From an optimization exercise on the open Yosys and OpenROAD flow, aimed at small area, a short achievable clock period and few clock cycles per item; shortcuts taken in it are not production practice.
Function was checked by simulation only, so behaviour that the tests miss may differ from the original.

==> flow/design.v (excerpt) <==
module rational_arith_gcd_reduce_top (
  input  logic               clk,
  input  logic               rst,
  input  logic               operands_valid,
  output logic               operands_ready,
  input  logic [1:0]         operands_command,
  input  logic signed [15:0] operands_left_num,
  input  logic        [14:0] operands_left_den,
  input  logic signed [15:0] operands_right_num,
  input  logic        [14:0] operands_right_den,
  output logic               result_valid,
  input  logic               result_ready,
  output logic signed [31:0] result_result_num,
  output logic        [30:0] result_result_den,
  output logic               result_status
);
Size in the first run: about 4,400 cells after synthesis, ~330 flip-flops, about 130 I/O pins, about 33,000 µm² of cells after synthesis.
clock: 9.0 ns
lec_check: 0
cap_margin: 20
core_margin: 2
core_utilization: 55
place_density: 0.65
setup_slack_margin: 5
slew_margin: 20
run.sh (not shown) runs the stock make flow with config.mk's settings and CLKGATE_MAP_FILE= SYNTH_SCRIPT=/design/flow/synth_recipe.tcl, a recipe that flattens the netlist after the stock synthesis.
The first run ran to the end with no violations.
Testbench counts at the start, summed over its fixed seeds: cycles 35,492, items 2,400.
Then changed:
--- a/flow/design.v
+++ b/flow/design.v
@@ -1177,22 +1177,21 @@
   input  logic signed [15:0] operands_left_num,
   input  logic        [14:0] operands_left_den,
   input  logic signed [15:0] operands_right_num,
   input  logic        [14:0] operands_right_den,
   output logic               result_valid,
   input  logic               result_ready,
   output logic signed [31:0] result_result_num,
   output logic        [30:0] result_result_den,
   output logic               result_status
 );
-  localparam int K = 8;
-  localparam int KC = 4;
+  localparam int K = 4;
   typedef enum logic [2:0] {
     S_IDLE, S_M0, S_M1, S_M2, S_M3, S_GCD, S_OUT
   } state_t;
   state_t state;
   state_t state_n;
   logic   pending;     
   logic   pending_n;
   logic   p1;          
   logic   p1_n;
   logic [1:0]  cmd;
@@ -1230,46 +1229,44 @@
   assign gt = !s1[31];
   always_comb begin
     logic [31:0] m;
     m = {1'b0, u ^ v};
     for (int s = 1; s < 32; s = s * 2) m = m | (m << s);
     dm    = m[29:0] << 1;
     uv_eq = !m[30];
   end
   assign dmag   = s1[30:0] ^ (gt ? 31'd0 : dm);
   assign u_zero = (u == '0);
-  function automatic logic [3:0] tz(input logic [K-1:0] x);
-    tz = 4'(K);
+  function automatic logic [2:0] tz(input logic [K-1:0] x);
+    tz = 3'(K);
     for (int i = K - 1; i >= 0; i--) begin
-      if (x[i]) tz = 4'(i);
+      if (x[i]) tz = 3'(i);
     end
   endfunction
   logic st_both_even;
   logic st_swap;
   logic st_vstrip;
   logic st_sub;
   assign st_both_even = !u[0] && !v[0];
   assign st_swap      = !u[0] && v[0];
   assign st_vstrip    = u[0] && !v[0];
   assign st_sub       = u[0] && v[0];
-  logic [2:0] ks;   
-  logic [1:0] kc;   
-  assign kc = 2'(tz({{(K-KC){1'b1}}, u[KC-1:0] | v[KC-1:0]}) - 4'd1);
+  logic [1:0] ks;   
   always_comb begin
     if (st_sub) begin
-      ks = 3'(tz(s1[K-1:0]) - 4'd1);
+      ks = 2'(tz(s1[K-1:0]) - 3'd1);
     end else if (st_vstrip) begin
-      ks = 3'(tz(v[K-1:0]) - 4'd1);
+      ks = 2'(tz(v[K-1:0]) - 3'd1);
     end else if (st_swap) begin
-      ks = 3'(tz(u[K-1:0]) - 4'd1);
+      ks = 2'(tz(u[K-1:0]) - 3'd1);
     end else begin
-      ks = {1'b0, kc};
+      ks = 2'(tz(u[K-1:0] | v[K-1:0]) - 3'd1);
     end
   end
   logic [30:0]        vsrc;
   logic signed [31:0] bsrc0;
   logic [29:0]        bsrc1;
   logic [30:0]        v_step;
   logic signed [31:0] b0_step;
   logic [29:0]        b1_step;
   logic [30:0]        u_step;
   always_comb begin
@@ -1280,21 +1277,21 @@
       u_step = gt ? v : u;
     end else if (st_swap) begin
       vsrc  = u;
       bsrc0 = a0;
       bsrc1 = a1;
       u_step = v;
     end else begin
       vsrc  = v;
       bsrc0 = b0;
       bsrc1 = b1;
-      u_step = st_both_even ? ((u >> 1) >> kc) : u;
+      u_step = st_both_even ? ((u >> 1) >> ks) : u;
     end
   end
   assign v_step  = (vsrc >> 1) >> ks;
   assign b0_step = (bsrc0 <<< 1) <<< ks;
   assign b1_step = (bsrc1 << 1) << ks;
   logic gcd_done;
   assign gcd_done = uv_eq;
   logic den_zero;
   logic n_zero;
   logic early;
- setup slack improves by 0.23 ns
- final area falls by 9.4%
- cell count is lower by 5.3%
- wire length goes down by 10%
- sequential cell count stays the same
- via count is lower by 6.7%
- global-route usage goes down by 2.1 points
- count of clock-buffer cells in the layout increases by 6
- worst hold slack degrades by 0.036 ns
- clock skew goes down by 0.0057 ns
Testbench counts after the change, summed over its fixed seeds: cycles 37,240, items 2,400.

========
RTL: one of the versions met above, not the one the previous note started from.
For scale: ~330 flip-flops, roughly 130 I/O pins, ~0.032 mm^2 of cells after synthesis.
==> flow/config.mk <==
export PLATFORM = sky130hd
export DESIGN_NAME = rational_arith_gcd_reduce_top
export DESIGN_NICKNAME = rational_arith_gcd_reduce_top
export VERILOG_FILES = /design/flow/design.v
export SDC_FILE = /design/flow/constraint.sdc
export NUM_CORES = 4
export LEC_CHECK = 0
export CAP_MARGIN = 10
export CORE_MARGIN = 2
export CORE_UTILIZATION = 55
export PLACE_DENSITY = 0.65
export SETUP_SLACK_MARGIN = 5
export SLEW_MARGIN = 10
==> flow/constraint.sdc <==
create_clock -name core_clock -period 9.0 [get_ports {clk}]
set_input_delay 1.8000 -clock core_clock [delete_from_list [all_inputs] [get_ports {clk}]]
set_output_delay 1.8000 -clock core_clock [all_outputs]
set_load 0.01 [all_outputs]
Testbench counts at the start, summed over its fixed seeds: cycles 37,240, items 2,400.
Edit:
--- a/flow/design.v
+++ b/flow/design.v
@@ -1180,15 +1180,16 @@
   input  logic        [14:0] operands_right_den,
   output logic               result_valid,
   input  logic               result_ready,
   output logic signed [31:0] result_result_num,
   output logic        [30:0] result_result_den,
   output logic               result_status
 );
-  localparam int K = 4;
+  localparam int K = 8;
+  localparam int KC = 4;
   typedef enum logic [2:0] {
     S_IDLE, S_M0, S_M1, S_M2, S_M3, S_GCD, S_OUT
   } state_t;
   state_t state;
   state_t state_n;
   logic   pending;     
   logic   pending_n;
@@ -1232,38 +1233,40 @@
     m = {1'b0, u ^ v};
     for (int s = 1; s < 32; s = s * 2) m = m | (m << s);
     dm    = m[29:0] << 1;
     uv_eq = !m[30];
   end
   assign dmag   = s1[30:0] ^ (gt ? 31'd0 : dm);
   assign u_zero = (u == '0);
-  function automatic logic [2:0] tz(input logic [K-1:0] x);
-    tz = 3'(K);
+  function automatic logic [3:0] tz(input logic [K-1:0] x);
+    tz = 4'(K);
     for (int i = K - 1; i >= 0; i--) begin
-      if (x[i]) tz = 3'(i);
+      if (x[i]) tz = 4'(i);
     end
   endfunction
   logic st_both_even;
   logic st_swap;
   logic st_vstrip;
   logic st_sub;
   assign st_both_even = !u[0] && !v[0];
   assign st_swap      = !u[0] && v[0];
   assign st_vstrip    = u[0] && !v[0];
   assign st_sub       = u[0] && v[0];
-  logic [1:0] ks;   
+  logic [2:0] ks;   
+  logic [1:0] kc;   
+  assign kc = 2'(tz({{(K-KC){1'b1}}, u[KC-1:0] | v[KC-1:0]}) - 4'd1);
   always_comb begin
     if (st_sub) begin
-      ks = 2'(tz(s1[K-1:0]) - 3'd1);
+      ks = 3'(tz(s1[K-1:0]) - 4'd1);
     end else if (st_vstrip) begin
-      ks = 2'(tz(v[K-1:0]) - 3'd1);
+      ks = 3'(tz(v[K-1:0]) - 4'd1);
     end else if (st_swap) begin
-      ks = 2'(tz(u[K-1:0]) - 3'd1);
+      ks = 3'(tz(u[K-1:0]) - 4'd1);
     end else begin
-      ks = 2'(tz(u[K-1:0] | v[K-1:0]) - 3'd1);
+      ks = {1'b0, kc};
     end
   end
   logic [30:0]        vsrc;
   logic signed [31:0] bsrc0;
   logic [29:0]        bsrc1;
   logic [30:0]        v_step;
   logic signed [31:0] b0_step;
@@ -1280,15 +1283,15 @@
       bsrc0 = a0;
       bsrc1 = a1;
       u_step = v;
     end else begin
       vsrc  = v;
       bsrc0 = b0;
       bsrc1 = b1;
-      u_step = st_both_even ? ((u >> 1) >> ks) : u;
+      u_step = st_both_even ? ((u >> 1) >> kc) : u;
     end
   end
   assign v_step  = (vsrc >> 1) >> ks;
   assign b0_step = (bsrc0 <<< 1) <<< ks;
   assign b1_step = (bsrc1 << 1) << ks;
   logic gcd_done;
   assign gcd_done = uv_eq;
Effect:
- The new run passed the timing, design-rule and antenna checks
- cell area is higher by roughly a tenth
- clock skew is about the same
- maximum frequency is lower by a few percent
- worst setup slack loses 0.17 ns
- non-clock buffer count is higher by 140
- count of clock-buffer cells in the layout is lower by 9
- utilization is higher by 4.1 points
- flip-flop and latch count does not change
Testbench counts after the change, summed over its fixed seeds: cycles 35,492, items 2,400.

[afterwards: timing with drivers on the ports]
How much do the figures lean on ideal ports? The routed layouts below were timed once more, with nothing changed but the port constraints. Step 1 sets driving cells, clkbuf_16 on the clock port and buf_2 on the other inputs (assumed; they add their load-dependent delay and slew). Step 2 adds t to the input delays and takes it off the output delays; t is the mean of the earliest and latest rising clock arrival at the registers after step 1. Input paths then give back, and output paths get back, about the clock's delay inside the block. a / b / c = ideal ports / drivers / drivers and shift; a / b = the first two.
run	shift t [ns]	setup WS [ns]	worst hold slack (ns)	clock arrival spread, ns
the first run of note 1	0.642	4.837 / 4.837 / 4.579	0.501 / 0.501 / 0.501	0.040 / 0.040
the second run of note 1	0.629	5.064 / 5.064 / 4.660	0.464 / 0.464 / 0.464	0.033 / 0.033
the first run of note 2	0.625	5.046 / 5.046 / 4.696	0.470 / 0.470 / 0.470	0.041 / 0.041
the second run of note 2	0.640	4.880 / 4.880 / 4.588	0.499 / 0.499 / 0.499	0.040 / 0.040
After both steps every run listed still meets setup and hold. For the second run of note 1, which loses most, drivers alone change the setup slack by 0.000 ns; drivers and shift together by -0.404 ns.
